This is an optimization exercise on Yosys and OpenROAD, whose aim is small area, not a production implementation.
Only simulation tests tie the RTL to the original design; equivalence was not proved.
Power is estimated from default activity; no workload was simulated. No driver is modelled on the clock port, so clocking that relies on it looks cheaper here than on a real chip.

--- design/flow/constraint.sdc ---
create_clock -name core_clock -period 10.0 [get_ports {clk_i}]
set_input_delay 2.0000 -clock core_clock [delete_from_list [all_inputs] [get_ports {clk_i}]]
set_output_delay 2.0000 -clock core_clock [all_outputs]
set_load 0.01 [all_outputs]
--- design/flow/design.v ---
`default_nettype none
module core_top (
	input  logic        clk_i,
	input  logic        rst_n_i,
	input  logic        fetch_enable_i,
	output logic        instr_req_o,
	output logic [31:0] instr_addr_o,
	input  logic        instr_gnt_i,
	input  logic        instr_rvalid_i,
	input  logic [31:0] instr_rdata_i,
	output logic        data_req_o,
	output logic        data_we_o,
	output logic [31:0] data_addr_o,
	output logic [31:0] data_wdata_o,
	input  logic        data_gnt_i,
	input  logic        data_rvalid_i,
	input  logic [31:0] data_rdata_i,
	output logic        core_busy_o
);
	localparam logic [3:0] S_CLR   = 4'd0;   
	localparam logic [3:0] S_IDLE  = 4'd1;
	localparam logic [3:0] S_FREQ  = 4'd2;   
	localparam logic [3:0] S_FWAIT = 4'd3;   
	localparam logic [3:0] S_RDY1  = 4'd4;   
	localparam logic [3:0] S_P1    = 4'd5;   
	localparam logic [3:0] S_P2B   = 4'd6;   
	localparam logic [3:0] S_P2S   = 4'd7;   
	localparam logic [3:0] S_DREQ  = 4'd8;   
	localparam logic [3:0] S_DWAIT = 4'd9;   
	localparam logic [3:0] S_RDY3  = 4'd10;  
	localparam logic [3:0] S_P3    = 4'd11;  
	logic [3:0]  state_q, state_d;
	logic [4:0]  ph_q;
	logic        st_q;      
	logic        neq_q;     
	logic        calu_q;    
	logic        cpc_q;     
	logic [31:0] ir_q;      
	logic [4:0]  rs2_q;     
	logic [31:0] addr_q;    
	logic [31:0] ring_q [0:31];   
	logic [31:0] head;
	wire ph0 = (ph_q == 5'd0);
	wire ph31 = (ph_q == 5'd31);
	wire [6:0] opc = ir_q[6:0];
	wire [2:0] f3  = ir_q[14:12];
	wire [6:0] f7  = ir_q[31:25];
	wire [4:0] rd  = ir_q[11:7];
	wire [4:0] rs1 = ir_q[19:15];
	wire f3_alu = (f3 == 3'b000) | (f3 == 3'b100) | (f3 == 3'b110) | (f3 == 3'b111);
	wire is_lui = (opc == 7'b0110111);
	wire is_opi = (opc == 7'b0010011) & f3_alu;
	wire is_op  = (opc == 7'b0110011) & f3_alu &
		((f7 == 7'b0000000) | ((f7 == 7'b0100000) & (f3 == 3'b000)));
	wire is_ld  = (opc == 7'b0000011) & (f3 == 3'b010);
	wire is_st  = (opc == 7'b0100011) & (f3 == 3'b010);
	wire is_br  = (opc == 7'b1100011) & (f3[2:1] == 2'b00);
	wire is_jal = (opc == 7'b1101111);
	wire in_clr = (state_q == S_CLR);
	wire in_p1  = (state_q == S_P1);
	wire in_p2b = (state_q == S_P2B);
	wire in_p2s = (state_q == S_P2S);
	wire in_p3  = (state_q == S_P3);
	logic imm_i, imm_s, imm_b, imm_u, imm_j, imm;
	always_comb begin
		imm_i = (ph_q <= 5'd10) ? ir_q[5'd20 + ph_q] : ir_q[31];
		imm_s = (ph_q <= 5'd4) ? ir_q[5'd7 + ph_q] : imm_i;
		imm_b = (ph_q == 5'd0) ? 1'b0 : (ph_q == 5'd11) ? ir_q[7] : imm_s;
		imm_u = (ph_q <= 5'd11) ? 1'b0 : ir_q[ph_q];
		imm_j = (ph_q == 5'd0) ? 1'b0 : (ph_q == 5'd11) ? ir_q[20] :
			((ph_q >= 5'd12) && (ph_q <= 5'd19)) ? ir_q[ph_q] : imm_i;
		imm = is_lui ? imm_u : is_st ? imm_s : is_br ? imm_b : is_jal ? imm_j : imm_i;
	end
	wire four = (ph_q == 5'd2);
	always_comb begin
		for (int k = 0; k < 32; k++) head[k] = ring_q[k][0];
	end
	wire pc_bit = head[0];
	wire rs1_bit = (rs1 == 5'd0) ? 1'b0 : head[rs1];
	wire rs2_bit = (rs2_q == 5'd0) ? 1'b0 : head[rs2_q];
	wire a = is_jal ? pc_bit : is_lui ? 1'b0 : rs1_bit;
	wire b0 = (is_op | is_br) ? rs2_bit : is_jal ? four : imm;
	wire sub = is_op & ir_q[30];
	wire b = b0 ^ sub;
	wire cin = ph0 ? sub : calu_q;
	wire sum = a ^ b ^ cin;
	wire cout = (a & b) | (a & cin) | (b & cin);
	logic alu;
	always_comb begin
		if (is_op | is_opi) begin
			case (f3)
				3'b100:  alu = a ^ b;
				3'b110:  alu = a | b;
				3'b111:  alu = a & b;
				default: alu = sum;
			endcase
		end else begin
			alu = sum;
		end
	end
	wire taken = neq_q ^ ~f3[0];
	logic inc;
	always_comb begin
		inc = 1'b0;
		if (in_p1) inc = is_jal ? imm_j : is_br ? 1'b0 : four;
		if (in_p2b) inc = taken ? imm_b : four;
	end
	wire cpc_in = ph0 ? 1'b0 : cpc_q;
	wire pc_sum = pc_bit ^ inc ^ cpc_in;
	wire pc_in = in_clr ? 1'b0 : pc_sum;
	wire rf_we = (in_p1 & (is_lui | is_opi | is_op | is_jal)) | (in_p3 & ~st_q);
	wire wbit = in_clr ? 1'b0 : in_p3 ? addr_q[0] : alu;
	always_ff @(posedge clk_i) begin
		ring_q[0] <= {pc_in, ring_q[0][31:1]};
	end
	for (genvar k = 1; k < 32; k++) begin : g_rf
		wire wen = in_clr | (rf_we & (rd == k));
		always_ff @(posedge clk_i) begin
			ring_q[k] <= {wen ? wbit : ring_q[k][0], ring_q[k][31:1]};
		end
	end
	wire running = in_clr | in_p1 | in_p2b | in_p3;
	wire [3:0] go = fetch_enable_i ? S_FREQ : S_IDLE;
	always_comb begin
		state_d = state_q;
		case (state_q)
			S_CLR:   if (ph31) state_d = go;
			S_IDLE:  if (fetch_enable_i) state_d = S_FREQ;
			S_FREQ:  if (instr_gnt_i) state_d = S_FWAIT;
			S_FWAIT: if (instr_rvalid_i) state_d = ph31 ? S_P1 : S_RDY1;
			S_RDY1:  if (ph31) state_d = S_P1;
			S_P1:    if (ph31) state_d = is_br ? S_P2B : is_st ? S_P2S :
					is_ld ? S_DREQ : go;
			S_P2B:   if (ph31) state_d = go;
			S_P2S:   if (ph31) state_d = S_DREQ;
			S_DREQ:  if (data_gnt_i) state_d = S_DWAIT;
			S_DWAIT: if (data_rvalid_i) state_d = ph31 ? S_P3 : S_RDY3;
			S_RDY3:  if (ph31) state_d = S_P3;
			S_P3:    if (ph31) state_d = go;
			default: state_d = S_CLR;
		endcase
	end
	always_ff @(posedge clk_i or negedge rst_n_i) begin
		if (!rst_n_i) begin
			state_q <= S_CLR;
			ph_q    <= 5'd0;
		end else begin
			state_q <= state_d;
			ph_q    <= ph_q + 5'd1;
		end
	end
	always_ff @(posedge clk_i) begin
		calu_q <= cout;
		cpc_q  <= (pc_bit & inc) | (pc_bit & cpc_in) | (inc & cpc_in);
		if (in_p1) neq_q <= (ph0 ? 1'b0 : neq_q) | (a ^ b);
		if (in_p1 & ph31) st_q <= is_st;
		if (state_q == S_FWAIT & instr_rvalid_i) begin
			ir_q  <= instr_rdata_i;
			rs2_q <= instr_rdata_i[24:20];
		end else if (in_p2s) begin
			ir_q <= {rs2_bit, ir_q[31:1]};
		end
		if (state_q == S_DWAIT & data_rvalid_i) begin
			addr_q <= data_rdata_i;
		end else if (running) begin
			addr_q <= {(in_p1 & (is_ld | is_st)) ? alu : pc_in, addr_q[31:1]};
		end
	end
	assign instr_req_o  = (state_q == S_FREQ);
	assign instr_addr_o = addr_q;
	assign data_req_o   = (state_q == S_DREQ);
	assign data_we_o    = st_q;
	assign data_addr_o  = addr_q;
	assign data_wdata_o = ir_q;
	assign core_busy_o  = (state_q != S_IDLE);
endmodule
`default_nettype wire
--- design/flow/run.sh ---
#!/bin/bash
# synth_recipe.tcl (not shown) runs the flow's synth.tcl, then flattens the netlist and writes it again
# the make line also repeats each setting of config.mk as NAME=value (left out here)
make -C /OpenROAD-flow-scripts/flow DESIGN_CONFIG=/design/flow/config.mk WORK_HOME=/design/flow/orfs CLKGATE_MAP_FILE= SYNTH_SCRIPT=/design/flow/synth_recipe.tcl finish
--- design/flow/config.mk ---
export PLATFORM = sky130hd
export DESIGN_NAME = core_top
export DESIGN_NICKNAME = core_top
export VERILOG_FILES = /design/flow/design.v
export SDC_FILE = /design/flow/constraint.sdc
export NUM_CORES = 4
export LEC_CHECK = 0
export CAP_MARGIN = 20
export CELL_PAD_IN_SITES_DETAIL_PLACEMENT = 0
export CELL_PAD_IN_SITES_GLOBAL_PLACEMENT = 0
export CORE_MARGIN = 2
export CORE_UTILIZATION = 60
export CTS_BUF_LIST = sky130_fd_sc_hd__clkbuf_4
export PLACE_DENSITY = 0.7
export SLEW_MARGIN = 20
==> summary.md, run 1 <==
| Metric | Value |
|---|---|
| Cells along the critical path | `inv_1 -> ha_1 -> xnor2_1 -> mux4_2 -> mux2i_1 -> o22a_1 -> and3_1 -> nor3_1 -> nor2_1 -> ha_1 -> nor2_1 -> a211oi_1 -> a31oi_1 -> mux2i_1 -> mux2_2 -> nand2_1 -> buf_8 -> mux2i_1` |
| Hold slack final | `289 ps` |
| Min-delay src | `ring_q[0][28]$_DFF_P_` |
| Share of layout cells above drive strength 1 | `23.2%` |
| DR WL/cell | `16.5 um` |
| Clock transition at path regs | `70 ps` |
| Fmax | `0.203 GHz` |
| Max Cap Viol | `0` |
| IO Port Bufs | `170` |
| Setup WS post-layout | `5070 ps` |
| Hold Path Class | `reg2reg` |
| Area of the core | `44400 sq um` |
| Nets | `2055` |
| Initial antenna violation count | `2` |
| Crit path time final | `4930 ps` |
| CP Max Fanout | `24` |
| Die ar. | `47000 sq um` |
| Cells after Synth | `1637` |
| Synth unique cells | `67` |
| IO Count | `171` |
| Final Non-Filler Cells | `2744` |
| CP Launch Type | `register` |
| First-pass GRT wire length | `72000 um` |
| Drt total wl | `45200 um` |
| Area delta synth->final | `18.8%` |
| Placed Cells | `2325` |
| Synth top area share | `75.6%` |
| Post-DP HPWL | `27400 um` |
| Pwr/cell area | `276 nW/um^2` |
| CP max-delay cell | `dfrtp_1` |
| Vias in the first global route | `13500` |
| Detailed-route via count | `13000` |
| Setup Skew | `41.3 ps` |
| Pre-CTS setup slack | `4700 ps` |
| Met3 Use GR | `7.30%` |
| Largest net degree at the start of global routing | `41` |
| Post-synthesis sequential area ratio | `84.3%` |
| Clock Path Buffers | `3` |
| Number of cell rows | `77` |
| Status | `no timing/DRC/antenna violations` |
| Synth area leaders | `dfxtp_1 76%, edfxtp_1 7.9%, mux4_2 3.1%` |
| Worst endpoint data arrival time | `5770 ps` |
| TritonRoute pass-1 iters | `5` |
| DR iter-0 viols | `654` |
| Setup bufs post-CTS | `0` |
| Post-synth EDFFs | `71` |
| Hold-fix buffers, CTS | `0` |
| Max VDD drop | `0.179 mV` |
| Clock Latency Late Sink | `1000 ps` |
| Initial Util | `61.1%` |
| H-tree lvl count | `4` |
| Yosys reg bits | `1106` |
| Grt peak-use layer | `met2` |
| RR Startpoint | `ph_q[1]$_DFF_PN0_` |
| Global placement routability congestion | `0.778` |
| GRT Total Usage | `20.2%` |
| Tot Pwr | `8.90 mW` |
| Post-synthesis area per instance | `16.6 sq um` |
| CP Data Required Time | `10850 ps` |
| Post-Syn Area | `27200 sq um` |
| Post-synth ARST share | `0.814%` |
| Setup TNS | `0 ps` |
| Tightest Pin Transition | `1040 ps` |
| M1 GR Usage | `26.8%` |
| GR Util met2 | `29.4%` |
| # DRC | `0` |
| CTS Root Cell | `clkbuf_4` |
| Synthesis Warnings | `2` |
| Clk sink count | `1106` |
| Die Width | `217 um` |
| Buf/Inv on CP | `2` |
| Slew Viols, Final | `0` |
| Most repeated library cell on the critical path | `mux2i_1` |
| Die height | `217 um` |
| RSZ-0062 raised after global routing | `false` |
| Area leader, netlist | `dfxtp_1` |
| Largest stage delay on the critical path | `790 ps` |
| CP top delay family | `multiplexers` |
| Top cells by count, synth | `1026 x dfxtp_1, 71 x edfxtp_1, 67 x mux2_2, 67 x nand2_1, 40 x clkbuf_1` |
| Post-CTS Resized | `0` |
| Primary FF master, synth | `dfxtp_1` |
| Gr ovfl total | `0` |
| Post-route ant nets | `0` |
| Worst Path Class, Setup | `reg2reg` |
| Vias per cell | `4.74` |
| Slew headroom | `30.3%` |
| CTS tree | `built` |
| Tcrit/Tclk final | `49.3%` |
| Final setup violation count | `0` |
| Leakage | `13.0 nW` |
| Syn Nets | `1720` |
| Cell with the most instances after synthesis | `dfxtp_1` |
| Crit end category | `register` |
| Critical Path Source | `ph_q[1]$_DFF_PN0_` |
| Final Hold Viols | `0` |
| TritonCTS Buffers | `235` |
layer usage:
metal / routed length [um] / part of all wire, % / vias to the layer above
met2: 20100 / 44 / 353
met1: 21100 / 47 / 6267
li1: - / - / 6291
met4: 1290 / 2.9 / 0
met5: 0 / 0 / -
met3: 2780 / 6.1 / 90
stage by stage:
stage,util (%),cell area [sq um]
3_5_place_dp,65.8,29200
3_3_place_gp,65.8,29200
4_1_cts,72.5,32200
6_report,72.7,32300
5_1_grt,72.6,32300
2_1_floorplan,-,27200
cell type report:
type,count,area [sq um]
Fill cell,2826,12100
Tap cell,592,741
Inverter,12,45.0
Multi-Input combinational cell,440,3800
Timing Repair Buffer,177,1780
Clock inverter,54,314
Clock buffer,357,2680
Sequential cell,1106,22900
Antenna cell,6,15.0
path summary, 6_finish.rpt:
kind,to,slack [ps],depth (start not counted)
max in group asynchronous,ph_q[1]$_DFF_PN0_,8100,1
min,ring_q[0][27]$_DFF_P_,290,0
max reg2reg,ring_q[30][31]$_DFF_P_,5070,18
max,ring_q[30][31]$_DFF_P_,5070,18
min in group asynchronous,ph_q[3]$_DFF_PN0_,1430,1
min reg2reg,ring_q[0][27]$_DFF_P_,290,0
cell usage in the layout (no fill, tap or decap), types with 10 or more instances in the layout:
cell / instances
nand3_1: 12
ha_1: 10
o21ai_0: 16
nor2_1: 34
o211ai_1: 15
mux2_2: 67
nor2b_1: 11
mux2i_1: 31
clkinv_1: 37
mux4_2: 37
edfxtp_1: 71
clkdlybuf4s50_1: 170
dfxtp_1: 1026
nand2_1: 67
inv_1: 11
clkbuf_4: 357
a21oi_1: 18
o31ai_1: 11
flip-flops by register name, indices dropped and copies added (netlist names):
signal / cells
rs2_q: 5
ph_q: 5
ring_q: 1024
state_q: 4
ir_q: 32
addr_q: 32
cpc_q: 1
calu_q: 1
st_q: 1
neq_q: 1
power breakdown:
| group | leakage (nW) | switching, mW | internal [mW] |
|---|---|---|---|
| Clock | 1.80 | 1.54 | 1.70 |
| Sequential | 9.03 | 0.159 | 4.63 |
| Combinational | 2.16 | 0.402 | 0.478 |
cells by family after synthesis:
family	synth area share, %
compound gates	2.39
flops	84.3
fa+ha+maj	0.608
simple gates	3.61
xor+xnor	0.258
mux	7.09
buf+inv	1.72
==> run 2, diff against run 1 <==
==> design/flow/flow/run.sh (new file) <==
#!/bin/bash
set -euo pipefail
export BUFFER_PORTS_ARGS="-buffer_cell sky130_fd_sc_hd__buf_1"
export CTS_ARGS="-sink_clustering_enable -repair_clock_nets -dont_use_dummy_load -buf_list sky130_fd_sc_hd__clkbuf_4 -sink_clustering_size 12 -sink_clustering_max_diameter 40"
bash standard.sh > standard_flow.log 2>&1
==> design/flow/standard.sh (new file) <==
#!/bin/bash
# synth_recipe.tcl (not shown) runs the flow's synth.tcl, then flattens the netlist and writes it again
# the make line also repeats each setting of config.mk as NAME=value (left out here)
make -C /OpenROAD-flow-scripts/flow DESIGN_CONFIG=/design/flow/config.mk WORK_HOME=/design/flow/orfs CLKGATE_MAP_FILE= SYNTH_SCRIPT=/design/flow/synth_recipe.tcl "${@:-finish}"
--- a/design/flow/config.mk
+++ b/design/flow/config.mk
@@ -12,3 +12,2 @@
 export CORE_UTILIZATION = 60
-export CTS_BUF_LIST = sky130_fd_sc_hd__clkbuf_4
 export PLACE_DENSITY = 0.7
removed: design/flow/run.sh
==> run 2 against run 1 <==
Via count shrank 8.1%. Sequential cell count is the same. Clock power shrank 48%. Critical path depth shrank 1. Synthesized cell count is the same. Register-to-register slack lost 360 ps. Clock skew grew 76 ps. Sequential share of layout area grew 7.9 points. Largest power group unchanged.
==> summary.md, run 2 <==
| Metric | Value |
|---|---|
| Placed Cells | `2325 (unchanged)` |
| Setup TNS | `0 ps (unchanged)` |
| Clk sink count | `1106 (unchanged)` |
| Max Cap Viol | `0 (unchanged)` |
| Cells along the critical path | `inv_1 -> ha_1 -> xor2_1 -> mux4_2 -> mux2i_1 -> o22a_1 -> and3_1 -> nor3_1 -> nor2_1 -> ha_1 -> nor2_1 -> a211oi_1 -> a31oi_1 -> mux2i_1 -> mux2_2 -> nand2_1 -> mux2i_1 (was inv_1 -> ha_1 -> xnor2_1 -> mux4_2 -> mux2i_1 -> o22a_1 -> and3_1 -> nor3_1 -> nor2_1 -> ha_1 -> nor2_1 -> a211oi_1 -> a31oi_1 -> mux2i_1 -> mux2_2 -> nand2_1 -> buf_8 -> mux2i_1)` |
| Post-synthesis sequential area ratio | `84.3% (unchanged)` |
| Synth top area share | `75.6% (unchanged)` |
| Sw Share | `24.3% (was 23.6%)` |
| H-tree lvl count | `3 (was 4)` |
| Setup Skew | `117 ps (was 41.3 ps)` |
| Post-synth ARST share | `0.814% (unchanged)` |
| Area of the core | `44400 sq um (unchanged)` |
| Tot Pwr | `7.12 mW (was 8.90 mW)` |
| Cells after Synth | `1637 (unchanged)` |
| Die ar. | `47000 sq um (unchanged)` |
| CTS tree | `built (unchanged)` |
| Tcrit/Tclk final | `52.8% (was 49.3%)` |
| Post-CTS Resized | `0 (unchanged)` |
| Wl on met1 | `20700 um (was 21100 um)` |
| Syn Nets | `1720 (unchanged)` |
| Primary FF master, synth | `dfxtp_1 (unchanged)` |
| Synthesis Warnings | `2 (unchanged)` |
| Die Width | `217 um (unchanged)` |
| Largest net degree at the start of global routing | `41 (unchanged)` |
| CP max-delay cell | `dfrtp_1 (unchanged)` |
| Hold-fix buffers, CTS | `0 (unchanged)` |
| Most frequent cells in the layout | `1026 x dfxtp_1, 170 x buf_1, 110 x clkbuf_4 (was 1026 x dfxtp_1, 357 x clkbuf_4, 170 x clkdlybuf4s50_1)` |
| Post-route ant nets | `0 (unchanged)` |
| Detailed-route via count | `12000 (was 13000)` |
| Share of layout cells above drive strength 1 | `12.6% (was 23.2%)` |
| Max reg flops | `1024 (unchanged)` |
| Power share of the clock group | `23.7% (was 36.4%)` |
| P_sw | `1.73 mW (was 2.10 mW)` |
| TritonCTS Buffers | `110 (was 235)` |
| Commonest non-fill, non-tap cell in the layout | `dfxtp_1 (unchanged)` |
| Tightest Pin Transition | `1040 ps (about the same)` |
| Area delta synth->final | `6.88% (was 18.8%)` |
| Final Non-Filler Cells | `2441 (was 2744)` |
| Most repeated library cell on the critical path | `mux2i_1 (unchanged)` |
| Sequential power share | `67.2% (was 53.8%)` |
| Final Hold Viols | `0 (unchanged)` |
| CP top delay family | `multiplexers (unchanged)` |
| Post-DP HPWL | `27000 um (was 27400 um)` |
| WL met2 | `18000 um (was 20100 um)` |
| Number of cell rows | `77 (unchanged)` |
| Drt total wl | `42200 um (was 45200 um)` |
| Post-synth EDFFs | `71 (unchanged)` |
| Initial Util | `61.1% (unchanged)` |
| Metal3 WL | `2140 um (was 2780 um)` |
| Nets | `1929 (was 2055)` |
| Top Registers | `ring_q: 1024 flops, addr_q: 32 flops, ir_q: 32 flops (unchanged)` |
| Buf/Inv on CP | `1 (was 2)` |
| Vias per cell | `4.90 (was 4.74)` |
| DR iter-0 viols | `713 (was 654)` |
| Gate power share | `9.1% (was 9.9%)` |
| Area leader, netlist | `dfxtp_1 (unchanged)` |
| Most flops, register | `ring_q (unchanged)` |
| Synth unique cells | `67 (unchanged)` |
| Post-Syn Area | `27200 sq um (unchanged)` |
| Setup bufs post-CTS | `0 (unchanged)` |
| # DRC | `0 (unchanged)` |
| CP Data Required Time | `10640 ps (was 10850 ps)` |
| Crit path time final | `5280 ps (was 4930 ps)` |
| Hold slack final | `264 ps (was 289 ps)` |
| Hold Path Class | `reg2reg (unchanged)` |
| RSZ-0062 raised after global routing | `false (unchanged)` |
| Highest metal used | `met5 (was met4)` |
| Global placement routability congestion | `0.794 (was 0.778)` |
| Worst Path Class, Setup | `reg2reg (unchanged)` |
| Fmax | `0.189 GHz (was 0.203 GHz)` |
| Clock transition at path regs | `110 ps (was 70 ps)` |
| Final setup violation count | `0 (unchanged)` |
| Vias in the first global route | `12200 (was 13500)` |
| Slew headroom | `31.0% (was 30.3%)` |
| Synth area leaders | `dfxtp_1 76%, edfxtp_1 7.9%, mux4_2 3.1% (unchanged)` |
| Leakage | `11.2 nW (was 13.0 nW)` |
| TritonRoute pass-1 iters | `5 (unchanged)` |
| Largest stage delay on the critical path | `770 ps (was 790 ps)` |
| Slew Viols, Final | `0 (unchanged)` |
| Cell with the most instances after synthesis | `dfxtp_1 (unchanged)` |
| Clock Latency Late Sink | `880 ps (was 1000 ps)` |
| GRT Total Usage | `18.4% (was 20.2%)` |
| Initial antenna violation count | `6 (was 2)` |
| Post-synthesis area per instance | `16.6 sq um (unchanged)` |
| Power Internal | `5.39 mW (was 6.80 mW)` |
| Max VDD drop | `0.153 mV (was 0.179 mV)` |
| CP Max Fanout | `31 (was 24)` |
| DR WL/cell | `17.3 um (was 16.5 um)` |
| Clock Path Buffers | `3 (unchanged)` |
| Yosys reg bits | `1106 (unchanged)` |
| Worst endpoint data arrival time | `5920 ps (was 5770 ps)` |
| Die height | `217 um (unchanged)` |
| First-pass GRT wire length | `66100 um (was 72000 um)` |
| Status | `no timing/DRC/antenna violations (unchanged)` |
| IO Count | `171 (unchanged)` |
| Gr ovfl total | `0 (unchanged)` |
| IO Port Bufs | `170 (unchanged)` |
| CP Launch Type | `register (unchanged)` |
| CTS Root Cell | `clkbuf_4 (unchanged)` |
| Pwr/cell area | `245 nW/um^2 (was 276 nW/um^2)` |
| Crit end category | `register (unchanged)` |
| Top cells by count, synth | `1026 x dfxtp_1, 71 x edfxtp_1, 67 x mux2_2, 67 x nand2_1, 40 x clkbuf_1 (unchanged)` |
| # fillers | `3092 (was 2826)` |
## run 2: cell families after synthesis
logic type,share of synthesized area (%)
flip-flops,84.3
XOR/XNOR,0.258
buffers and inverters,1.72
multiplexers,7.09
AO/OA/AOI/OAI,2.39
AND/OR/NAND/NOR,3.61
adder cells (fa/ha/maj),0.608
## run 2: worst register-to-register path: stages (launching register included)
cell      delay, ps
dfrtp_1         770
inv_1           330
ha_1            330
xor2_1          380
mux4_2          560
mux2i_1         170
o22a_1          200
and3_1          190
nor3_1           60
nor2_1          200
ha_1            290
nor2_1          100
a211oi_1         60
a31oi_1         170
mux2i_1         100
mux2_2          280
nand2_1         750
mux2i_1         200
## run 2: path summary, 6_finish.rpt
check,startpoint,end,slack [ps],cells after the start
setup / recovery,ph_q[1]$_DFF_PN0_,ring_q[4][31]$_DFF_P_,4720,17
hold / removal,ring_q[5][13]$_DFF_P_,ring_q[5][12]$_DFF_P_,260,0
setup reg to reg,ph_q[1]$_DFF_PN0_,ring_q[4][31]$_DFF_P_,4720,17
hold reg to reg,ring_q[5][13]$_DFF_P_,ring_q[5][12]$_DFF_P_,260,0
max in group asynchronous,rst_n_i,state_q[3]$_DFFE_PN0P_,8330,1
min in group asynchronous,rst_n_i,state_q[2]$_DFFE_PN0P_,1130,1
## run 2: layout make-up
class | instances | area (sq um) | share of cell area (%)
timing repair buffer | 176 | 703 | 2.42
clock buffer | 110 | 826 | 2.85
sequential | 1106 | 22900 | 78.9
inverter | 12 | 45.0 | 0.155
multi-input combinational | 440 | 3800 | 13.1
antenna | 5 | 12.5 | 0.0431
tap | 592 | 741 | 2.55
## run 2: per-stage QoR
step	util (%)	worst slack (ps)	cell area [sq um]
floorplan	-	5480	27200
global placement	63.4	4720	28200
detailed placement	63.4	4670	28200
CTS	65.3	4680	29000
global route	65.3	4250	29000
finish	65.3	4720	29000
## run 2: power by group through the flow
stage / clock, mW / combinational, mW / sequential, mW
finish: 1.69 / 0.650 / 4.78
floorplan: 0 / 0.501 / 4.85
detailed placement: 0 / 0.647 / 4.88
CTS: 1.77 / 0.650 / 4.78
global placement: 0 / 0.637 / 4.88
global route: 1.94 / 0.711 / 4.80
## run 2: metal layers
metal	global-route usage, %	up-vias
li1	-	5837
met1	26.6	5722
met2	26.6	276
met3	4.96	111
met4	7.31	6
met5	0	-
==> run 3, diff against run 2 <==
==> design/flow/flow/run.sh (replaced) <==
#!/bin/bash
set -euo pipefail
export BUFFER_PORTS_ARGS="-buffer_cell sky130_fd_sc_hd__buf_1"
export CTS_ARGS="-sink_clustering_enable -repair_clock_nets -dont_use_dummy_load -buf_list sky130_fd_sc_hd__clkbuf_8 -sink_clustering_size 20 -sink_clustering_max_diameter 50"
bash standard.sh > standard_flow.log 2>&1
==> run 3 against run 2 <==
Still clean. Power grew 2.1%. Utilization grew 0.34 points. Clock skew shrank 10 ps. Final cell count shrank 1.8%. Clock power grew 9%. Routed wire length shrank 0.14%. First-iteration DRC count grew 3.9%. Sequential power is essentially flat. Critical endpoint is now ring_q[3][31]$_DFF_P_. Largest power group unchanged.
==> summary.md, run 3 <==
| Metric | Value |
|---|---|
| Clock Latency Late Sink | `680 ps (was 880 ps)` |
| Synth unique cells | `67 (unchanged)` |
| Clk sink count | `1106 (unchanged)` |
| Post-DP HPWL | `27000 um (unchanged)` |
| Post-synth ARST share | `0.814% (unchanged)` |
| RSZ-0062 raised after global routing | `false (unchanged)` |
| Final core area utilization | `65.7% (was 65.3%)` |
| Tcrit/Tclk final | `52.7% (was 52.8%)` |
| H-tree lvl count | `3 (unchanged)` |
| Setup Skew | `107 ps (was 117 ps)` |
| Fmax | `0.190 GHz (was 0.189 GHz)` |
| Min-delay src | `ring_q[2][1]$_DFF_P_ (was ring_q[5][13]$_DFF_P_)` |
| Nets | `1891 (was 1929)` |
| CTS Root Cell | `clkbuf_8 (was clkbuf_4)` |
| DR iter-0 viols | `741 (was 713)` |
| Largest net degree at the start of global routing | `41 (unchanged)` |
| Slew Viols, Final | `0 (unchanged)` |
| Tightest Pin Transition | `1030 ps (was 1040 ps)` |
| Clock Path Buffers | `3 (unchanged)` |
| Status | `no timing/DRC/antenna violations (unchanged)` |
| # DRC | `0 (unchanged)` |
| Area leader, netlist | `dfxtp_1 (unchanged)` |
| Area of the core | `44400 sq um (unchanged)` |
| DR WL/cell | `17.6 um (was 17.3 um)` |
| CP Launch Type | `register (unchanged)` |
| Primary FF master, synth | `dfxtp_1 (unchanged)` |
| Max reg flops | `1024 (unchanged)` |
| IO Port Bufs | `170 (unchanged)` |
| Hold-fix buffers, CTS | `0 (unchanged)` |
| Area delta synth->final | `7.44% (was 6.88%)` |
| Initial antenna violation count | `4 (was 6)` |
| Critical Path Source | `ph_q[1]$_DFF_PN0_ (unchanged)` |
| Cells after Synth | `1637 (unchanged)` |
| Setup bufs post-CTS | `0 (unchanged)` |
| GRT Total Usage | `18.2% (was 18.4%)` |
| CTS tree | `built (unchanged)` |
| Number of cell rows | `77 (unchanged)` |
| CP Data Required Time | `10500 ps (was 10640 ps)` |
| Max VDD drop | `0.180 mV (was 0.153 mV)` |
| Number of diodes | `0 (was 5)` |
| CP Max Fanout | `31 (unchanged)` |
| Global placement routability congestion | `0.794 (unchanged)` |
| Top Registers | `ring_q: 1024 flops, addr_q: 32 flops, ir_q: 32 flops (unchanged)` |
| Max Cap Viol | `0 (unchanged)` |
| Final setup violation count | `0 (unchanged)` |
| Synth area leaders | `dfxtp_1 76%, edfxtp_1 7.9%, mux4_2 3.1% (unchanged)` |
| Crit end category | `register (unchanged)` |
| Post-Syn Area | `27200 sq um (unchanged)` |
| TritonRoute pass-1 iters | `5 (unchanged)` |
| Post-synthesis area per instance | `16.6 sq um (unchanged)` |
| Most frequent cells in the layout | `1026 x dfxtp_1, 170 x buf_1, 72 x clkbuf_8 (was 1026 x dfxtp_1, 170 x buf_1, 110 x clkbuf_4)` |
| Setup TNS | `0 ps (unchanged)` |
| Most flops, register | `ring_q (unchanged)` |
| Cell with the most instances after synthesis | `dfxtp_1 (unchanged)` |
| RR Startpoint | `ph_q[1]$_DFF_PN0_ (unchanged)` |
| Pwr/cell area | `249 nW/um^2 (was 245 nW/um^2)` |
| Die height | `217 um (unchanged)` |
| IO Count | `171 (unchanged)` |
| Die Width | `217 um (unchanged)` |
| Post-synthesis sequential area ratio | `84.3% (unchanged)` |
| Final Hold Viols | `0 (unchanged)` |
| First-pass GRT wire length | `65100 um (was 66100 um)` |
| Hold Path Class | `reg2reg (unchanged)` |
| Share of layout cells above drive strength 1 | `10.7% (was 12.6%)` |
| Crit path time final | `5270 ps (was 5280 ps)` |
| Tot Pwr | `7.27 mW (was 7.12 mW)` |
| Gr ovfl total | `0 (unchanged)` |
| Top cells by count, synth | `1026 x dfxtp_1, 71 x edfxtp_1, 67 x mux2_2, 67 x nand2_1, 40 x clkbuf_1 (unchanged)` |
| Vias per cell | `4.89 (was 4.90)` |
| Leakage | `11.2 nW (about the same)` |
| Detailed-route via count | `11700 (was 12000)` |
| Clock transition at path regs | `110 ps (about the same)` |
| Post-route ant nets | `0 (unchanged)` |
| Commonest non-fill, non-tap cell in the layout | `dfxtp_1 (unchanged)` |
| Final Non-Filler Cells | `2398 (was 2441)` |
| Post-synth EDFFs | `71 (unchanged)` |
| TritonCTS Buffers | `72 (was 110)` |
| Slew headroom | `31.0% (about the same)` |
| Drt total wl | `42200 um (about the same)` |
| Vias in the first global route | `11700 (was 12200)` |
| Initial Util | `61.1% (unchanged)` |
| Synth top area share | `75.6% (unchanged)` |
| Die ar. | `47000 sq um (unchanged)` |
| Syn Nets | `1720 (unchanged)` |
| Worst endpoint data arrival time | `5770 ps (was 5920 ps)` |
| Placed Cells | `2325 (unchanged)` |
| Worst Path Class, Setup | `reg2reg (unchanged)` |
| Post-CTS Resized | `0 (unchanged)` |
| Synthesis Warnings | `2 (unchanged)` |
| Yosys reg bits | `1106 (unchanged)` |
==> run 3: metrics by stage <==
| step | hold WS [ps] | worst slack [ps] | cell area (sq um) |
|---|---|---|---|
| floorplan | 310 | 5480 | 27200 |
| global placement | 309 | 4720 | 28200 |
| detailed placement | 312 | 4670 | 28200 |
| CTS | 294 | 4740 | 29100 |
| global route | 280 | 4290 | 29200 |
| finish | 286 | 4730 | 29200 |
==> run 3: area by class of cell <==
cell class,instances,area (sq um)
Timing Repair Buffer,176,703
Clock buffer,72,991
Multi-Input combinational cell,440,3800
Inverter,12,45.0
Fill cell,3020,15200
Sequential cell,1106,22900
Tap cell,592,741
==> run 3: final timing paths <==
check	to	depth (start not counted)	slack, ps
setup / recovery	ring_q[3][31]$_DFF_P_	17	4730
hold / removal	ring_q[2][0]$_DFF_P_	0	290
setup reg to reg	ring_q[3][31]$_DFF_P_	17	4730
hold reg to reg	ring_q[2][0]$_DFF_P_	0	290
max in group asynchronous	state_q[3]$_DFFE_PN0P_	1	8110
min in group asynchronous	state_q[2]$_DFFE_PN0P_	1	1350
==> run 3: routing by layer <==
layer | vias up | GRT usage [%] | wire length (um)
met5 | - | 0 | 36
met4 | 6 | 6.96 | 1340
met3 | 100 | 4.58 | 2170
met2 | 271 | 26.3 | 17800
met1 | 5628 | 26.6 | 20800
li1 | 5715 | - | -
==> run 3: cells by family (layout without fill, tap and decap cells) <==
family | Yosys count | after routing | synth area share (%)
AO/OA/AOI/OAI | 96 | 96 | 2.39
XOR/XNOR | 8 | 8 | 0.258
AND/OR/NAND/NOR | 188 | 188 | 3.61
buffers and inverters | 91 | 260 | 1.72
multiplexers | 136 | 136 | 7.09
flip-flops | 1106 | 1106 | 84.3
adder cells (fa/ha/maj) | 12 | 12 | 0.608
==> run 3: power breakdown <==
group | leakage [nW] | switching (mW) | internal, mW | total (mW)
logic | 1.69 | 0.394 | 0.256 | 0.650
clock network | 0.518 | 1.19 | 0.650 | 1.84
registers | 9.03 | 0.156 | 4.63 | 4.78
total | 11.2 | 1.74 | 5.53 | 7.27
==> run 3: worst max-delay path: stages (launching register included) <==
cell	delay (ps)
dfrtp_1	770
inv_1	320
ha_1	320
xor2_1	390
mux4_2	560
mux2i_1	170
o22a_1	200
and3_1	190
nor3_1	60
nor2_1	210
ha_1	290
nor2_1	100
a211oi_1	60
a31oi_1	170
mux2i_1	100
mux2_2	280
nand2_1	750
mux2i_1	200
==> run 4, diff against run 3 <==
==> design/flow/flow/run.sh (replaced) <==
#!/bin/bash
set -euo pipefail
export BUFFER_PORTS_ARGS="-buffer_cell sky130_fd_sc_hd__buf_1"
export CTS_ARGS="-sink_clustering_enable -repair_clock_nets -dont_use_dummy_load -buf_list sky130_fd_sc_hd__clkbuf_16 -sink_clustering_size 36 -sink_clustering_max_diameter 60"
bash standard.sh > standard_flow.log 2>&1
==> run 4 against run 3 <==
Combinational power about the same. Highest routed layer unchanged. Die area unchanged. First-iteration DRC count fell by 0.13%. Cell area up 0.38%. Largest cell class unchanged. Utilization is 0.25 points higher. Final cell count down 1.2%. Global-route usage decreased by 0.11 points. Count of clock-buffer cells in the layout is 28 lower. Critical path depth is the same.
==> summary.md, run 4 <==
| Metric | Value |
|---|---|
| Number of diodes | `0 (unchanged)` |
| Hold Path Class | `reg2reg (unchanged)` |
| Area of the core | `44400 sq um (unchanged)` |
| Die height | `217 um (unchanged)` |
| Die Width | `217 um (unchanged)` |
| Max VDD drop | `0.217 mV (was 0.180 mV)` |
| Tightest Pin Transition | `1030 ps (about the same)` |
| Clock transition at path regs | `120 ps (was 110 ps)` |
| Worst Path Class, Setup | `reg2reg (unchanged)` |
| Most flops, register | `ring_q (unchanged)` |
| RSZ-0062 raised after global routing | `false (unchanged)` |
| CP Max Fanout | `31 (unchanged)` |
| Leakage | `11.3 nW (was 11.2 nW)` |
| Nets | `1863 (was 1891)` |
| Post-DP HPWL | `27000 um (unchanged)` |
| Drt total wl | `42300 um (was 42200 um)` |
| Clk sink count | `1106 (unchanged)` |
| Post-synth ARST share | `0.814% (unchanged)` |
| Clock Path Buffers | `3 (unchanged)` |
| Tot Pwr | `7.40 mW (was 7.27 mW)` |
| # fillers | `3026 (was 3020)` |
| Number of cell rows | `77 (unchanged)` |
| Most frequent cells in the layout | `1026 x dfxtp_1, 170 x buf_1, 71 x edfxtp_1 (was 1026 x dfxtp_1, 170 x buf_1, 72 x clkbuf_8)` |
| Power share of the clock group | `26.6% (was 25.3%)` |
| Setup WS post-layout | `4760 ps (was 4730 ps)` |
| Cells after Synth | `1637 (unchanged)` |
| Syn Nets | `1720 (unchanged)` |
| Setup TNS | `0 ps (unchanged)` |
| Synth area leaders | `dfxtp_1 76%, edfxtp_1 7.9%, mux4_2 3.1% (unchanged)` |
| Post-synthesis sequential area ratio | `84.3% (unchanged)` |
| DR WL/cell | `17.9 um (was 17.6 um)` |
| Worst endpoint data arrival time | `5670 ps (was 5770 ps)` |
| Setup Skew | `84.8 ps (was 107 ps)` |
| Post-synth EDFFs | `71 (unchanged)` |
| Fmax | `0.191 GHz (was 0.190 GHz)` |
| Final Hold Viols | `0 (unchanged)` |
| Final setup violation count | `0 (unchanged)` |
| Slew Viols, Final | `0 (unchanged)` |
| Final Cell Area | `29300 sq um (was 29200 sq um)` |
| TritonCTS Buffers | `44 (was 72)` |
| CTS Root Cell | `clkbuf_16 (was clkbuf_8)` |
| R2R setup slack | `4760 ps (was 4730 ps)` |
| GRT Total Usage | `18.1% (was 18.2%)` |
| Yosys reg bits | `1106 (unchanged)` |
| Post-synthesis area per instance | `16.6 sq um (unchanged)` |
| Placement Cell Area | `28200 sq um (unchanged)` |
| Synth top area share | `75.6% (unchanged)` |
| Slew headroom | `31.2% (was 31.0%)` |
| Top cells by count, synth | `1026 x dfxtp_1, 71 x edfxtp_1, 67 x mux2_2, 67 x nand2_1, 40 x clkbuf_1 (unchanged)` |
| Hold-fix buffers, CTS | `0 (unchanged)` |
| Cell with the most instances after synthesis | `dfxtp_1 (unchanged)` |
| Sw Share | `23.3% (was 23.9%)` |
| Initial antenna violation count | `4 (unchanged)` |
| Max Cap Viol | `0 (unchanged)` |
| # DRC | `0 (unchanged)` |
| Synthesis Warnings | `2 (unchanged)` |
| Share of layout cells above drive strength 1 | `9.34% (was 10.7%)` |
| Largest net degree at the start of global routing | `41 (unchanged)` |
| Global placement routability congestion | `0.794 (unchanged)` |
| Max reg flops | `1024 (unchanged)` |
| Top Registers | `ring_q: 1024 flops, addr_q: 32 flops, ir_q: 32 flops (unchanged)` |
| TritonRoute pass-1 iters | `5 (unchanged)` |
| Sequential power share | `64.6% (was 65.8%)` |
| Power Internal | `5.68 mW (was 5.53 mW)` |
| Tcrit/Tclk final | `52.4% (was 52.7%)` |
| CP Launch Type | `register (unchanged)` |
| Area delta synth->final | `7.85% (was 7.44%)` |
| Clock Latency Late Sink | `610 ps (was 680 ps)` |
| Critical Path Source | `ph_q[1]$_DFF_PN0_ (unchanged)` |
| Vias per cell | `4.89 (about the same)` |
| Area leader, netlist | `dfxtp_1 (unchanged)` |
| RR Startpoint | `ph_q[1]$_DFF_PN0_ (unchanged)` |
| Gr ovfl total | `0 (unchanged)` |
| Commonest non-fill, non-tap cell in the layout | `dfxtp_1 (unchanged)` |
| Status | `no timing/DRC/antenna violations (unchanged)` |
| Hold depth | `0 (unchanged)` |
| R2r worst-path depth | `17 (unchanged)` |
| Initial Util | `61.1% (unchanged)` |
| Pre-CTS setup slack | `4670 ps (unchanged)` |
| Pwr/cell area | `253 nW/um^2 (was 249 nW/um^2)` |
| H-tree lvl count | `2 (was 3)` |
| Primary FF master, synth | `dfxtp_1 (unchanged)` |
| Hold Path Sink | `ring_q[0][10]$_DFF_P_ (was ring_q[2][0]$_DFF_P_)` |
| IO Port Bufs | `170 (unchanged)` |
| Vias in the first global route | `11500 (was 11700)` |
| Post-CTS Resized | `0 (unchanged)` |
| IO Count | `171 (unchanged)` |
| Detailed-route via count | `11600 (was 11700)` |
| Min-delay src | `ring_q[0][11]$_DFF_P_ (was ring_q[2][1]$_DFF_P_)` |
| First-pass GRT wire length | `64900 um (was 65100 um)` |
| Post-Syn Area | `27200 sq um (unchanged)` |
| Post-route ant nets | `0 (unchanged)` |
| P_sw | `1.73 mW (was 1.74 mW)` |
| Gate power share | `8.8% (was 8.9%)` |
| Crit end category | `register (unchanged)` |
| Synth unique cells | `67 (unchanged)` |
| DR iter-0 viols | `740 (was 741)` |
| CTS tree | `built (unchanged)` |
| CP Data Required Time | `10430 ps (was 10500 ps)` |
| Crit path time final | `5240 ps (was 5270 ps)` |
| Setup bufs post-CTS | `0 (unchanged)` |
| Capturing point of the worst reg2reg path | `ring_q[3][31]$_DFF_P_ (unchanged)` |
| Die ar. | `47000 sq um (unchanged)` |
==> run 4: stage by stage <==
stage               util [%]  std cells  hold slack (ps)
floorplan                  -       1637              310
global placement        63.4       2325              309
detailed placement      63.4       2325              312
CTS                     65.9       2369              294
global route            65.9       2370              282
finish                  65.9       2370              290
==> run 4: routing by layer <==
layer / track usage, % / up-vias / share of wire [%]
met4: 6.44 / 6 / 2.6
met5: 0 / - / 0.087
li1: - / 5675 / -
met2: 27.0 / 241 / 43
met3: 3.30 / 78 / 4.7
met1: 26.8 / 5585 / 49
==> run 4: layout make-up <==
class / count / area [sq um] / area share (%)
flip-flops and latches: 1106 / 22900 / 78.2
multi-input cells: 440 / 3800 / 13.0
clock buffers: 44 / 1100 / 3.76
well taps: 592 / 741 / 2.53
repair buffers: 176 / 703 / 2.40
inverters: 12 / 45.0 / 0.154
==> run 4: worst max-delay path, cell delays in order (launching register included) <==
cell and delay [ps]:
dfrtp_1 780, inv_1 320, ha_1 320, xor2_1 390, mux4_2 550, mux2i_1 160, o22a_1 200, and3_1 190
nor3_1 60, nor2_1 200, ha_1 290, nor2_1 100, a211oi_1 60, a31oi_1 170, mux2i_1 100, mux2_2 270
nand2_1 740, mux2i_1 190
==> run 4: worst max path at each step <==
stage / endpoint / slack, ps
finish: ring_q[3][31]$_DFF_P_ / 4760
global route: ring_q[25][31]$_DFF_P_ / 4260
CTS: ring_q[10][31]$_DFF_P_ / 4710
detailed placement: ring_q[10][31]$_DFF_P_ / 4670
global placement: ring_q[17][31]$_DFF_P_ / 4720
floorplan: ring_q[10][31]$_DFF_P_ / 5480
==> run 4: cells by family (layout without fill, tap and decap cells) <==
family,after synthesis,in the layout,synth area share (%)
flops,1106,1106,84.3
compound gates,96,96,2.39
xor+xnor,8,8,0.258
mux,136,136,7.09
buf+inv,91,232,1.72
simple gates,188,188,3.61
fa+ha+maj,12,12,0.608
==> run 4: power by group through the flow <==
stage / logic [mW] / clock network [mW] / registers [mW]
final: 0.649 / 1.97 / 4.78
after global routing: 0.710 / 2.17 / 4.80
after CTS: 0.650 / 2.02 / 4.78
after detailed placement: 0.647 / 0 / 4.88
after global placement: 0.637 / 0 / 4.88
after floorplan: 0.501 / 0 / 4.85
==> run 5, diff against run 4 <==
==> design/flow/run.sh (new file) <==
#!/bin/bash
# synth_recipe.tcl (not shown) runs the flow's synth.tcl, then flattens the netlist and writes it again
# the make line also repeats each setting of config.mk as NAME=value (left out here)
make -C /OpenROAD-flow-scripts/flow DESIGN_CONFIG=/design/flow/config.mk WORK_HOME=/design/flow/orfs CLKGATE_MAP_FILE= SYNTH_SCRIPT=/design/flow/synth_recipe.tcl finish
==> design/flow/config.mk (replaced) <==
export PLATFORM = sky130hd
export DESIGN_NAME = core_top
export DESIGN_NICKNAME = core_top
export VERILOG_FILES = /design/flow/design.v
export SDC_FILE = /design/flow/constraint.sdc
export NUM_CORES = 4
export LEC_CHECK = 0
export CAP_MARGIN = 20
export CELL_PAD_IN_SITES_DETAIL_PLACEMENT = 1
export CELL_PAD_IN_SITES_GLOBAL_PLACEMENT = 2
export CORE_MARGIN = 2
export CORE_UTILIZATION = 35
export SLEW_MARGIN = 20
removed: design/flow/flow/run.sh
removed: design/flow/standard.sh
==> run 5 against run 4 <==
Synthesized cell count unchanged. Critical path depth unchanged. Via count increased by 6.3%. Worst setup slack improved by 36 ps. Critical path type unchanged. Largest cell class unchanged.
==> summary.md, run 5 <==
| Metric | Value |
|---|---|
| Area leader, netlist | `dfxtp_1 (unchanged)` |
| Hold-fix buffers, CTS | `0 (unchanged)` |
| Post-synthesis area per instance | `16.6 sq um (unchanged)` |
| Reg area | `22900 sq um (unchanged)` |
| Worst Path Class, Setup | `reg2reg (unchanged)` |
| Synthesis Warnings | `2 (unchanged)` |
| Crit end category | `register (unchanged)` |
| Syn Nets | `1720 (unchanged)` |
| Vias in the first global route | `12900 (was 11500)` |
| Max reg flops | `1024 (unchanged)` |
| Die Width | `283 um (was 217 um)` |
| Pre-CTS setup slack | `4700 ps (was 4670 ps)` |
| Final Cell Area | `33500 sq um (was 29300 sq um)` |
| Die ar. | `79800 sq um (was 47000 sq um)` |
| Top cells by count, synth | `1026 x dfxtp_1, 71 x edfxtp_1, 67 x mux2_2, 67 x nand2_1, 40 x clkbuf_1 (unchanged)` |
| Gate power share | `9.3% (was 8.8%)` |
| H-tree lvl count | `3 (was 2)` |
| Final setup violation count | `0 (unchanged)` |
| Most repeated library cell on the critical path | `mux2i_1 (unchanged)` |
| CTS Root Cell | `clkbuf_16 (unchanged)` |
| CP Data Required Time | `10480 ps (was 10430 ps)` |
| Number of cell rows | `102 (was 77)` |
| Die height | `283 um (was 217 um)` |
| Post-Syn Area | `27200 sq um (unchanged)` |
| Status | `no timing/DRC/antenna violations (unchanged)` |
| P_sw | `2.20 mW (was 1.73 mW)` |
| GRT Total Usage | `12.5% (was 18.1%)` |
| Commonest non-fill, non-tap cell in the layout | `dfxtp_1 (unchanged)` |
| Clock transition at path regs | `60 ps (was 120 ps)` |
| CP Max Fanout | `31 (unchanged)` |
| TritonRoute pass-1 iters | `7 (was 5)` |
| First-pass GRT wire length | `75900 um (was 64900 um)` |
| Gr ovfl total | `0 (unchanged)` |
| Cell with the most instances after synthesis | `dfxtp_1 (unchanged)` |
| DR WL/cell | `16.8 um (was 17.9 um)` |
| Final Hold Viols | `0 (unchanged)` |
| Slew headroom | `26.7% (was 31.2%)` |
| Synth top area share | `75.6% (unchanged)` |
| Post-route ant nets | `0 (unchanged)` |
| Global placement routability congestion | `0.800 (was 0.794)` |
| Drt total wl | `49900 um (was 42300 um)` |
| Worst endpoint data arrival time | `5690 ps (was 5670 ps)` |
| Power Internal | `7.47 mW (was 5.68 mW)` |
| Final core area utilization | `43.4% (was 65.9%)` |
| Hold Path Class | `reg2reg (unchanged)` |
| Crit path time final | `5210 ps (was 5240 ps)` |
| Pwr/cell area | `289 nW/um^2 (was 253 nW/um^2)` |
| # fillers | `7600 (was 3026)` |
| Initial Util | `35.2% (was 61.1%)` |
| CTS tree | `built (unchanged)` |
| Synth area leaders | `dfxtp_1 76%, edfxtp_1 7.9%, mux4_2 3.1% (unchanged)` |
| Top Registers | `ring_q: 1024 flops, addr_q: 32 flops, ir_q: 32 flops (unchanged)` |
| Post-synthesis sequential area ratio | `84.3% (unchanged)` |
| Initial antenna violation count | `6 (was 4)` |
| Post-synth ARST share | `0.814% (unchanged)` |
| Setup TNS | `0 ps (unchanged)` |
| Cells along the critical path | `inv_1 -> ha_1 -> xnor2_1 -> mux4_2 -> mux2i_1 -> o22a_1 -> and3_1 -> nor3_1 -> nor2_1 -> ha_1 -> nor2_1 -> a211oi_1 -> a31oi_1 -> mux2i_1 -> mux2_2 -> nand2_2 -> mux2i_1 (was inv_1 -> ha_1 -> xor2_1 -> mux4_2 -> mux2i_1 -> o22a_1 -> and3_1 -> nor3_1 -> nor2_1 -> ha_1 -> nor2_1 -> a211oi_1 -> a31oi_1 -> mux2i_1 -> mux2_2 -> nand2_1 -> mux2i_1)` |
| Area delta synth->final | `23.2% (was 7.85%)` |
| Cells after Synth | `1637 (unchanged)` |
| DR iter-0 viols | `523 (was 740)` |
| Placement Cell Area | `29800 sq um (was 28200 sq um)` |
| Area of the core | `77100 sq um (was 44400 sq um)` |
| TritonCTS Buffers | `104 (was 44)` |
| IO Port Bufs | `170 (unchanged)` |
| Largest net degree at the start of global routing | `41 (unchanged)` |
| Synth unique cells | `67 (unchanged)` |
| Post-DP HPWL | `32300 um (was 27000 um)` |
| Clock Latency Late Sink | `650 ps (was 610 ps)` |
| Clk sink count | `1106 (unchanged)` |
| Power share of the clock group | `41.1% (was 26.6%)` |
| Max Cap Viol | `0 (unchanged)` |
| Most frequent cells in the layout | `1026 x dfxtp_1, 170 x clkdlybuf4s50_1, 108 x clkbuf_16 (was 1026 x dfxtp_1, 170 x buf_1, 71 x edfxtp_1)` |
| RSZ-0062 raised after global routing | `false (unchanged)` |
| Setup Skew | `33.2 ps (was 84.8 ps)` |
| Vias per cell | `4.15 (was 4.89)` |
| Sw Share | `22.8% (was 23.3%)` |
| Detailed-route via count | `12300 (was 11600)` |
| Yosys reg bits | `1106 (unchanged)` |
| Multi-input gate area in the final layout | `3800 sq um (about the same)` |
| CP Launch Type | `register (unchanged)` |
| Post-CTS Resized | `0 (unchanged)` |
| Setup WS post-layout | `4790 ps (was 4760 ps)` |
| Largest stage delay on the critical path | `850 ps (was 780 ps)` |
| Sequential power share | `49.6% (was 64.6%)` |
| CP max-delay cell | `dfrtp_1 (unchanged)` |
| Final Non-Filler Cells | `2969 (was 2370)` |
| Fmax | `0.192 GHz (was 0.191 GHz)` |
| Share of layout cells above drive strength 1 | `15.5% (was 9.34%)` |
| # DRC | `0 (unchanged)` |
| IO Count | `171 (unchanged)` |
| Placed Cells | `2775 (was 2325)` |
| Clock Path Buffers | `3 (unchanged)` |
| Slew Viols, Final | `0 (unchanged)` |
| Most flops, register | `ring_q (unchanged)` |
| Post-synth EDFFs | `71 (unchanged)` |
| Setup bufs post-CTS | `0 (unchanged)` |
| Leakage | `13.0 nW (was 11.3 nW)` |
| Tightest Pin Transition | `1080 ps (was 1030 ps)` |
| Nets | `1924 (was 1863)` |
| Primary FF master, synth | `dfxtp_1 (unchanged)` |
| Max VDD drop | `0.149 mV (was 0.217 mV)` |
| Tcrit/Tclk final | `52.1% (was 52.4%)` |
-- run 5: cell counts after synthesis --
No cell type changed its count.
-- run 5: worst paths after layout --
check	from	endpoint	slack [ps]	cells past startpoint
max	ph_q[1]$_DFF_PN0_	ring_q[14][31]$_DFF_P_	4790	17
min	ring_q[1][4]$_DFF_P_	ring_q[1][3]$_DFF_P_	300	0
max reg2reg	ph_q[1]$_DFF_PN0_	ring_q[14][31]$_DFF_P_	4790	17
min reg2reg	ring_q[1][4]$_DFF_P_	ring_q[1][3]$_DFF_P_	300	0
max in group asynchronous	rst_n_i	ph_q[0]$_DFF_PN0_	7830	1
min in group asynchronous	rst_n_i	state_q[2]$_DFFE_PN0P_	1740	1
-- run 5: metal layers --
metal  global-route usage, %  wire, um  vias to the layer above  part of all wire (%)
li1                        -         -                     5880                     -
met1                    17.2     23400                     6092                    47
met2                    19.3     22700                      242                    46
met3                    2.68      2450                       98                   4.9
met4                    5.09      1390                        0                   2.8
met5                       0         0                        -                     0
-- run 5: cells by family (layout without fill, tap and decap cells) --
logic type	after synthesis	in the layout	share of synthesized area, %
flip-flops	1106	1106	84.3
AND/OR/NAND/NOR	188	188	3.61
multiplexers	136	136	7.09
AO/OA/AOI/OAI	96	96	2.39
buffers and inverters	91	380	1.72
adder cells (fa/ha/maj)	12	12	0.608
XOR/XNOR	8	8	0.258
other	0	3	0
-- run 5: critical path: cells and delay by family (launching register included) --
| kind | cells | cell delay (ps) |
|---|---|---|
| fa+ha+maj | 2 | 640 |
| flops | 1 | 850 |
| simple gates | 5 | 1030 |
| compound gates | 3 | 440 |
| buf+inv | 1 | 350 |
| xor+xnor | 1 | 410 |
| mux | 5 | 1320 |
-- run 5: layout make-up --
cell class | instances | share of cell area (%)
Antenna cell | 3 | 0.0224
Clock buffer | 154 | 9.49
Clock inverter | 37 | 1.34
Inverter | 12 | 0.135
Multi-Input combinational cell | 440 | 11.4
Sequential cell | 1106 | 68.4
Tap cell | 1040 | 3.89
Timing Repair Buffer | 177 | 5.30
-- run 5: power by group through the flow --
stage	registers, mW	logic (mW)	clock network [mW]
2_1_floorplan	4.85	0.501	0
3_3_place_gp	4.89	0.897	0
3_5_place_dp	4.90	0.915	0
4_1_cts	4.80	0.919	4.12
5_1_grt	4.81	0.979	4.30
6_report	4.80	0.898	3.98
-- run 5: stage by stage --
step	hold WS [ps]	total power [mW]
global placement	310	5.79
floorplan	310	5.35
finish	303	9.67
global route	315	10.1
detailed placement	313	5.81
CTS	296	9.84
==> run 6, diff against run 5 <==
--- a/design/flow/design.v
+++ b/design/flow/design.v
@@ -63,11 +63,20 @@
 	wire in_p3  = (state_q == S_P3);
-	logic imm_i, imm_s, imm_b, imm_u, imm_j, imm;
-	always_comb begin
-		imm_i = (ph_q <= 5'd10) ? ir_q[5'd20 + ph_q] : ir_q[31];
-		imm_s = (ph_q <= 5'd4) ? ir_q[5'd7 + ph_q] : imm_i;
-		imm_b = (ph_q == 5'd0) ? 1'b0 : (ph_q == 5'd11) ? ir_q[7] : imm_s;
-		imm_u = (ph_q <= 5'd11) ? 1'b0 : ir_q[ph_q];
-		imm_j = (ph_q == 5'd0) ? 1'b0 : (ph_q == 5'd11) ? ir_q[20] :
-			((ph_q >= 5'd12) && (ph_q <= 5'd19)) ? ir_q[ph_q] : imm_i;
-		imm = is_lui ? imm_u : is_st ? imm_s : is_br ? imm_b : is_jal ? imm_j : imm_i;
+	logic [11:0] lo_v;
+	logic [19:0] hi_v;
+	logic [4:0]  s_v;
+	logic        m_lo, m_hi, m_s, imm;
+	assign lo_v = ir_q[31:20];
+	assign hi_v = ir_q[31:12];
+	assign s_v  = ir_q[11:7];
+	assign m_lo = lo_v[ph_q[3:0]];
+	assign m_hi = hi_v[ph_q - 5'd12];
+	assign m_s  = s_v[ph_q[2:0]];
+	always_comb begin
+		if (is_lui) imm = (ph_q >= 5'd12) ? m_hi : 1'b0;
+		else if ((ph_q == 5'd0) && (is_br | is_jal)) imm = 1'b0;
+		else if (ph_q <= 5'd4) imm = (is_st | is_br) ? m_s : m_lo;
+		else if (ph_q <= 5'd10) imm = m_lo;
+		else if (ph_q == 5'd11) imm = is_br ? ir_q[7] : is_jal ? ir_q[20] : ir_q[31];
+		else if ((ph_q <= 5'd19) && is_jal) imm = m_hi;
+		else imm = ir_q[31];
 	end
@@ -78,4 +87,16 @@
 	wire pc_bit = head[0];
-	wire rs1_bit = (rs1 == 5'd0) ? 1'b0 : head[rs1];
-	wire rs2_bit = (rs2_q == 5'd0) ? 1'b0 : head[rs2_q];
+	logic [31:0] hz;
+	assign hz = {head[31:1], 1'b0};
+	logic [7:0] a1, b1;
+	logic [1:0] a2, b2;
+	for (genvar j = 0; j < 8; j++) begin : g_rd1
+		assign a1[j] = hz[4*j + rs1[1:0]];
+		assign b1[j] = hz[4*j + rs2_q[1:0]];
+	end
+	for (genvar j = 0; j < 2; j++) begin : g_rd2
+		assign a2[j] = a1[4*j + rs1[3:2]];
+		assign b2[j] = b1[4*j + rs2_q[3:2]];
+	end
+	wire rs1_bit = a2[rs1[4]];
+	wire rs2_bit = b2[rs2_q[4]];
 	wire a = is_jal ? pc_bit : is_lui ? 1'b0 : rs1_bit;
@@ -104,4 +125,4 @@
 		inc = 1'b0;
-		if (in_p1) inc = is_jal ? imm_j : is_br ? 1'b0 : four;
-		if (in_p2b) inc = taken ? imm_b : four;
+		if (in_p1) inc = is_jal ? imm : is_br ? 1'b0 : four;
+		if (in_p2b) inc = taken ? imm : four;
 	end
@@ -115,4 +136,12 @@
 	end
+	logic [3:0] wen_hi;
+	logic [7:0] wen_lo;
+	for (genvar i = 0; i < 4; i++) begin : g_whi
+		assign wen_hi[i] = in_clr | (rf_we & (rd[4:3] == i));
+	end
+	for (genvar i = 0; i < 8; i++) begin : g_wlo
+		assign wen_lo[i] = in_clr | (rd[2:0] == i);
+	end
 	for (genvar k = 1; k < 32; k++) begin : g_rf
-		wire wen = in_clr | (rf_we & (rd == k));
+		wire wen = wen_hi[k >> 3] & wen_lo[k & 7];
 		always_ff @(posedge clk_i) begin
==> design/flow/flow/run.sh (new file) <==
#!/bin/bash
set -euo pipefail
export BUFFER_PORTS_ARGS="-buffer_cell sky130_fd_sc_hd__buf_1"
export CTS_ARGS="-sink_clustering_enable -repair_clock_nets -dont_use_dummy_load -buf_list sky130_fd_sc_hd__clkbuf_4 -sink_clustering_size 10 -sink_clustering_max_diameter 30"
bash standard.sh > standard_flow.log 2>&1
==> design/flow/standard.sh (new file) <==
#!/bin/bash
# synth_recipe.tcl (not shown) runs the flow's synth.tcl, then flattens the netlist and writes it again
# the make line also repeats each setting of config.mk as NAME=value (left out here)
make -C /OpenROAD-flow-scripts/flow DESIGN_CONFIG=/design/flow/config.mk WORK_HOME=/design/flow/orfs CLKGATE_MAP_FILE= SYNTH_SCRIPT=/design/flow/synth_recipe.tcl "${@:-finish}"
==> design/flow/config.mk (replaced) <==
export PLATFORM = sky130hd
export DESIGN_NAME = core_top
export DESIGN_NICKNAME = core_top
export VERILOG_FILES = /design/flow/design.v
export SDC_FILE = /design/flow/constraint.sdc
export NUM_CORES = 4
export LEC_CHECK = 0
export ABC_AREA = 1
export CAP_MARGIN = 20
export CELL_PAD_IN_SITES_DETAIL_PLACEMENT = 0
export CELL_PAD_IN_SITES_GLOBAL_PLACEMENT = 0
export CORE_MARGIN = 2
export CORE_UTILIZATION = 70
export PLACE_DENSITY = 0.85
export SLEW_MARGIN = 20
removed: design/flow/run.sh
==> run 6 against run 5 <==
Highest routed layer unchanged. Routed wire length down 7.6%. Final cell count shrank 11%. Non-clock buffer count down 2. Power fell by 15%. Clock skew increased by 72 ps. Clock power decreased by 53%. First-iteration DRC count increased by 55%. Worst setup slack gained 1100 ps. Sequential power grew 14%. Maximum frequency rose by 26%. Critical endpoint is now ring_q[23][31]$_DFF_P_.
==> summary.md, run 6 <==
| Metric | Value |
|---|---|
| Max Cap Viol | `0 (unchanged)` |
| Number of cell rows | `71 (was 102)` |
| Pwr/cell area | `287 nW/um^2 (was 289 nW/um^2)` |
| Synth area leaders | `dfxtp_1 77%, edfxtp_1 8.0%, nand2_1 4.5% (was dfxtp_1 76%, edfxtp_1 7.9%, mux4_2 3.1%)` |
| Cell with the most instances after synthesis | `dfxtp_1 (unchanged)` |
| CTS Root Cell | `clkbuf_4 (was clkbuf_16)` |
| Area of the core | `37600 sq um (was 77100 sq um)` |
| Tightest Pin Transition | `886 ps (was 1080 ps)` |
| Setup Skew | `105 ps (was 33.2 ps)` |
| CP Launch Type | `register (unchanged)` |
| Detailed-route via count | `13100 (was 12300)` |
| Vias in the first global route | `13500 (was 12900)` |
| TritonRoute pass-1 iters | `7 (unchanged)` |
| Min-delay src | `ring_q[12][30]$_DFF_P_ (was ring_q[1][4]$_DFF_P_)` |
| Capturing point of the worst reg2reg path | `ring_q[23][31]$_DFF_P_ (was ring_q[14][31]$_DFF_P_)` |
| DR iter-0 viols | `813 (was 523)` |
| Setup bufs post-CTS | `0 (unchanged)` |
| Clock Path Buffers | `3 (unchanged)` |
| Buf/Inv on CP | `2 (was 1)` |
| Final Hold Viols | `0 (unchanged)` |
| Share of layout cells above drive strength 1 | `9.08% (was 15.5%)` |
| Tot Pwr | `8.24 mW (was 9.67 mW)` |
| Most frequent cells in the layout | `1026 x dfxtp_1, 321 x nand2_1, 170 x buf_1 (was 1026 x dfxtp_1, 170 x clkdlybuf4s50_1, 108 x clkbuf_16)` |
| Cells along the critical path | `inv_2 -> a21oi_1 -> o21ai_1 -> o21ai_2 -> nand3_1 -> a41oi_1 -> nand2_1 -> nand2_1 -> nand2_1 -> nand2_1 -> nand2_1 -> nand2_1 -> nand2_1 -> nand2_1 -> nand2_1 -> fa_1 -> mux2i_1 -> a21oi_2 -> buf_4 -> nand3_1 -> nand2_1 (was inv_1 -> ha_1 -> xnor2_1 -> mux4_2 -> mux2i_1 -> o22a_1 -> and3_1 -> nor3_1 -> nor2_1 -> ha_1 -> nor2_1 -> a211oi_1 -> a31oi_1 -> mux2i_1 -> mux2_2 -> nand2_2 -> mux2i_1)` |
| CP max-delay cell | `dfrtp_1 (unchanged)` |
| First-pass GRT wire length | `70500 um (was 75900 um)` |
| Hold Path Class | `reg2reg (unchanged)` |
| Top cells by count, synth | `1026 x dfxtp_1, 321 x nand2_1, 71 x edfxtp_1, 71 x o21ai_0, 67 x nand3_1 (was 1026 x dfxtp_1, 71 x edfxtp_1, 67 x mux2_2, 67 x nand2_1, 40 x clkbuf_1)` |
| Die ar. | `39700 sq um (was 79800 sq um)` |
| Hold slack final | `273 ps (was 303 ps)` |
| Hold depth | `0 (unchanged)` |
| Vias per cell | `4.95 (was 4.15)` |
| Max reg flops | `1024 (unchanged)` |
| Final Cell Area | `28700 sq um (was 33500 sq um)` |
| Post-Syn Area | `26700 sq um (was 27200 sq um)` |
| Most flops, register | `ring_q (unchanged)` |
| # DRC | `0 (unchanged)` |
| Hold-fix buffers, CTS | `0 (unchanged)` |
| Post-synth EDFFs | `71 (unchanged)` |
| Yosys reg bits | `1106 (unchanged)` |
| Post-synthesis sequential area ratio | `85.8% (was 84.3%)` |
| Final setup violation count | `0 (unchanged)` |
| Post-DP HPWL | `30700 um (was 32300 um)` |
| Clock Latency Late Sink | `820 ps (was 650 ps)` |
| Die Width | `199 um (was 283 um)` |
| Worst endpoint data arrival time | `4810 ps (was 5690 ps)` |
| Final core area utilization | `76.3% (was 43.4%)` |
| Post-route ant nets | `0 (unchanged)` |
| R2r worst-path depth | `21 (was 17)` |
| Max VDD drop | `0.188 mV (was 0.149 mV)` |
| Global placement routability congestion | `0.877 (was 0.800)` |
| CP Max Fanout | `31 (unchanged)` |
| RR Startpoint | `ph_q[0]$_DFF_PN0_ (was ph_q[1]$_DFF_PN0_)` |
| Drt total wl | `46100 um (was 49900 um)` |
| Area leader, netlist | `dfxtp_1 (unchanged)` |
| Tcrit/Tclk final | `41.2% (was 52.1%)` |
| CP top delay family | `simple AND/OR/NAND/NOR gates (was multiplexers)` |
| CTS tree | `built (unchanged)` |
| Setup TNS | `0 ps (unchanged)` |
| DR WL/cell | `17.4 um (was 16.8 um)` |
| IO Count | `171 (unchanged)` |
| Clk sink count | `1106 (unchanged)` |
| Fmax | `0.243 GHz (was 0.192 GHz)` |
| Placement Cell Area | `27600 sq um (was 29800 sq um)` |
| H-tree lvl count | `4 (was 3)` |
| Status | `no timing/DRC/antenna violations (unchanged)` |
| Die height | `199 um (was 283 um)` |
| Slew headroom | `40.9% (was 26.7%)` |
| R2R setup slack | `5880 ps (was 4790 ps)` |
| Initial Util | `71.0% (was 35.2%)` |
| TritonCTS Buffers | `142 (was 104)` |
[run 6: cell type report]
type                    instances  area (sq um)
well taps                     511           639
clock buffers                 142          1070
diodes                          2          5.00
repair buffers                175           676
flip-flops and latches       1106         22900
fillers                      2186          8910
multi-input cells             632          3080
inverters                      82           308
[run 6: worst max-delay path by stage]
stage / start / to / slack, ps / cells after the start
after detailed placement: data_rvalid_i / addr_q[17]$_DFFE_PP_ / 5980 / 7
final: ph_q[0]$_DFF_PN0_ / ring_q[23][31]$_DFF_P_ / 5880 / 21
after floorplan: data_rvalid_i / addr_q[0]$_DFFE_PP_ / 6130 / 5
after global placement: data_rvalid_i / addr_q[24]$_DFFE_PP_ / 6030 / 7
after global routing: ir_q[15]$_DFFE_PP_ / ring_q[23][31]$_DFF_P_ / 5460 / 27
after CTS: ph_q[0]$_DFF_PN0_ / ring_q[23][31]$_DFF_P_ / 5950 / 21
[run 6: cells by family after synthesis]
group           count (synthesis)  share of synthesized area [%]
flops                        1106                           85.8
simple gates                  478                           7.70
buf+inv                       146                           2.71
compound gates                137                           3.00
fa+ha+maj                      12                          0.619
xor+xnor                        3                         0.0985
mux                             2                         0.0797
[run 6: report_power, final]
part	switching (mW)	leakage [nW]	internal, mW
combinational	0.653	2.00	0.243
sequential	0.281	9.06	5.18
clock	1.23	0.653	0.655
total	2.16	11.7	6.08
[run 6: routing by layer]
metal | up-vias | GRT usage (%) | share of wire [%]
met5 | - | 0 | 0
met4 | 0 | 10.1 | 2.9
met3 | 106 | 6.67 | 7.0
met2 | 484 | 38.2 | 47
met1 | 6072 | 31.0 | 43
li1 | 6457 | - | -

## static timing again, ports no longer ideal
The flow's constraints put no driver on any port. The routed layouts listed below were extracted and timed again, unchanged, in two steps. Step 1, drivers: a clkbuf_16 drives clk_i and a buf_2 each remaining input, both assumed. Step 2, shift: input delay + t, output delay - t, t = (earliest + latest rising clock arrival at the registers) / 2. This alone moves slack from input paths to output paths. Slacks: ideal / step 1 / step 2; pairs: ideal / step 1.
run | t, ns | setup slack, ns | worst setup path after step 2 | latest minus earliest clock arrival (ns)
run 1 | 1.029 | 5.075 / 5.075 / 5.075 | register to register | 0.044 / 0.044
run 2 | 0.877 | 4.715 / 4.715 / 4.715 | register to register | 0.118 / 0.118
run 3 | 0.677 | 4.732 / 4.732 / 4.732 | register to register | 0.108 / 0.108
run 4 | 0.623 | 4.755 / 4.755 / 4.755 | register to register | 0.086 / 0.085
run 5 | 0.696 | 4.791 / 4.791 / 4.791 | register to register | 0.039 / 0.039
run 6 | 0.819 | 5.882 / 5.882 / 5.882 | register to register | 0.115 / 0.115
After both steps every run listed still meets setup and hold.
